This design comes from an exercise in tuning for small area, a short achievable clock period and few clock cycles per item on the open sky130 flow, not from production work. Only simulation tests tie the RTL to the original design; equivalence was not proved. No activity file was given, so power comes from the tool's default toggle rates.

## sobel_top
module sobel_top #(
    parameter int IMG_WIDTH  = 160,
    parameter int IMG_HEIGHT = 120,
    parameter int ADDR_W     = 15
) (
    input  logic                 clk,
    input  logic                 rst_n,
    input  logic                 psel,
    input  logic                 penable,
    input  logic                 pwrite,
    input  sobel_pkg::apb_addr_t paddr,
    input  sobel_pkg::apb_data_t pwdata,
    output sobel_pkg::apb_data_t prdata,
    output logic                 pready,
    output logic                 pslverr,
    output logic                 src_rd_en,
    output logic [ADDR_W-1:0]    src_addr,
    input  sobel_pkg::rgb_t      src_data,
    output logic                 edge_we,
    output logic [ADDR_W-1:0]    edge_addr,
    output logic                 edge_bit
);
Size in the first run: ~1,700 cells after synthesis, about 120 I/O pins, ~12,000 um2 of cells after synthesis.
==> flow/config.mk <==
export PLATFORM = sky130hd
export DESIGN_NAME = sobel_top
export DESIGN_NICKNAME = sobel_top
export VERILOG_FILES = /design/flow/design.v
export SDC_FILE = /design/flow/constraint.sdc
export NUM_CORES = 4
export LEC_CHECK = 0
export CAP_MARGIN = 20
export CORE_MARGIN = 2
export CORE_UTILIZATION = 40
export CTS_CLUSTER_DIAMETER = 80
export CTS_CLUSTER_SIZE = 24
export SETUP_SLACK_MARGIN = 3.1
export SLEW_MARGIN = 20
==> flow/constraint.sdc <==
create_clock -name core_clock -period 5.5 [get_ports {clk}]
set_input_delay 1.1000 -clock core_clock [delete_from_list [all_inputs] [get_ports {clk}]]
set_output_delay 1.1000 -clock core_clock [all_outputs]
set_load 0.01 [all_outputs]
standard.sh (not shown) runs the stock make flow with config.mk's settings and CLKGATE_MAP_FILE= SYNTH_SCRIPT=/design/flow/synth_recipe.tcl, a recipe that flattens the netlist after the stock synthesis.
==> flow/flow/run.sh <==
#!/bin/bash
# The standard flow, with these changes to how the layout is made:
#  - Yosys's adder-cell mapping is off (adders are left as plain gates for ABC),
#  - ABC uses its area script, with a delay target for its mapper,
#  - the port buffers are buf_2 cells instead of the slow delay-buffer cell that
#    buffer_ports picks by default.
set -euo pipefail
ARGS=(ADDER_MAP_FILE= ABC_AREA=1 "BUFFER_PORTS_ARGS=-buffer_cell sky130_fd_sc_hd__buf_2")
# Synthesis reads the ORFS scripts from a copy whose ABC area script maps with -D 1700
cp -r "$FLOW_HOME/scripts" synth_scripts
sed -i 's/^map -B 0.9$/map -B 0.9 -D 1700/' synth_scripts/abc_area.script
cat synth_scripts/abc_area.script > abc_script_used.log
bash standard.sh "${ARGS[@]}" SCRIPTS_DIR="$PWD/synth_scripts" synth > flow_synth.log 2>&1
bash standard.sh "${ARGS[@]}" finish > flow_standard.log 2>&1
The baseline finished clean.
Testbench counts at the start, summed over its fixed seeds: cycles 368,928, frames 16.
Then changed:
--- a/flow/flow/run.sh
+++ b/flow/flow/run.sh
@@ -9 +9 @@
-# Synthesis reads the ORFS scripts from a copy whose ABC area script maps with -D 1700
+# Synthesis reads the ORFS scripts from a copy whose ABC area script maps with -D 2100
@@ -11 +11 @@
-sed -i 's/^map -B 0.9$/map -B 0.9 -D 1700/' synth_scripts/abc_area.script
+sed -i 's/^map -B 0.9$/map -B 0.9 -D 2100/' synth_scripts/abc_area.script
=>
- power is unchanged
- routed wire length does not change
- final cell count stays the same
- register-to-register slack hardly moves
- cell area stays the same
- critical path depth does not change
- hold slack stays the same
- core utilization stays the same
- via count stays the same
- worst setup slack does not change
Then changed:
==> flow/flow/run.sh (replaced) <==
#!/bin/bash
# The standard flow, with three changes to how the layout is made:
#  - Yosys's adder-cell mapping is off (adders are left as plain gates for ABC),
#  - ABC uses its area script,
#  - the port buffers are buf_2 cells instead of the slow delay-buffer cell that
#    buffer_ports picks by default.
set -euo pipefail
bash standard.sh ADDER_MAP_FILE= ABC_AREA=1 "BUFFER_PORTS_ARGS=-buffer_cell sky130_fd_sc_hd__buf_2" finish > flow_standard.log 2>&1
- SETUP_SLACK_MARGIN: 3.1 -> 3.25
=> The changed run passed the timing, design-rule and antenna checks; clock-buffer cell count is unchanged; final cell count came out higher by about 1.1%; cell area climbs by 4.4%; fmax grows by about 1.6%; clock power hardly moves; area after synthesis is unchanged; power came out higher by about 5%; worst hold slack hardly moves; die area does not change.

==> re-timing with driven ports <==
How much do the figures lean on ideal ports? The routed layouts below were timed once more, with nothing changed but the port constraints. Step 1 sets driving cells, clkbuf_16 on the clock port and buf_2 on the other inputs (assumed; they add their load-dependent delay and slew). Step 2, shift: input delay + t, output delay - t, t = (earliest + latest rising clock arrival at the registers) / 2. This alone moves slack from input paths to output paths. Slacks: ideal ports / drivers / drivers and shift; pairs: ideal ports / drivers.
run	t, ns	setup slack, ns	worst register clock-pin slew, ns
the first run	0.543	3.269 / 3.219 / 2.878	0.10 / 0.10
the second run	0.543	3.269 / 3.219 / 2.878	0.10 / 0.10
the third run	0.549	3.304 / 3.254 / 2.941	0.10 / 0.10
After both steps every run listed still meets setup and hold.
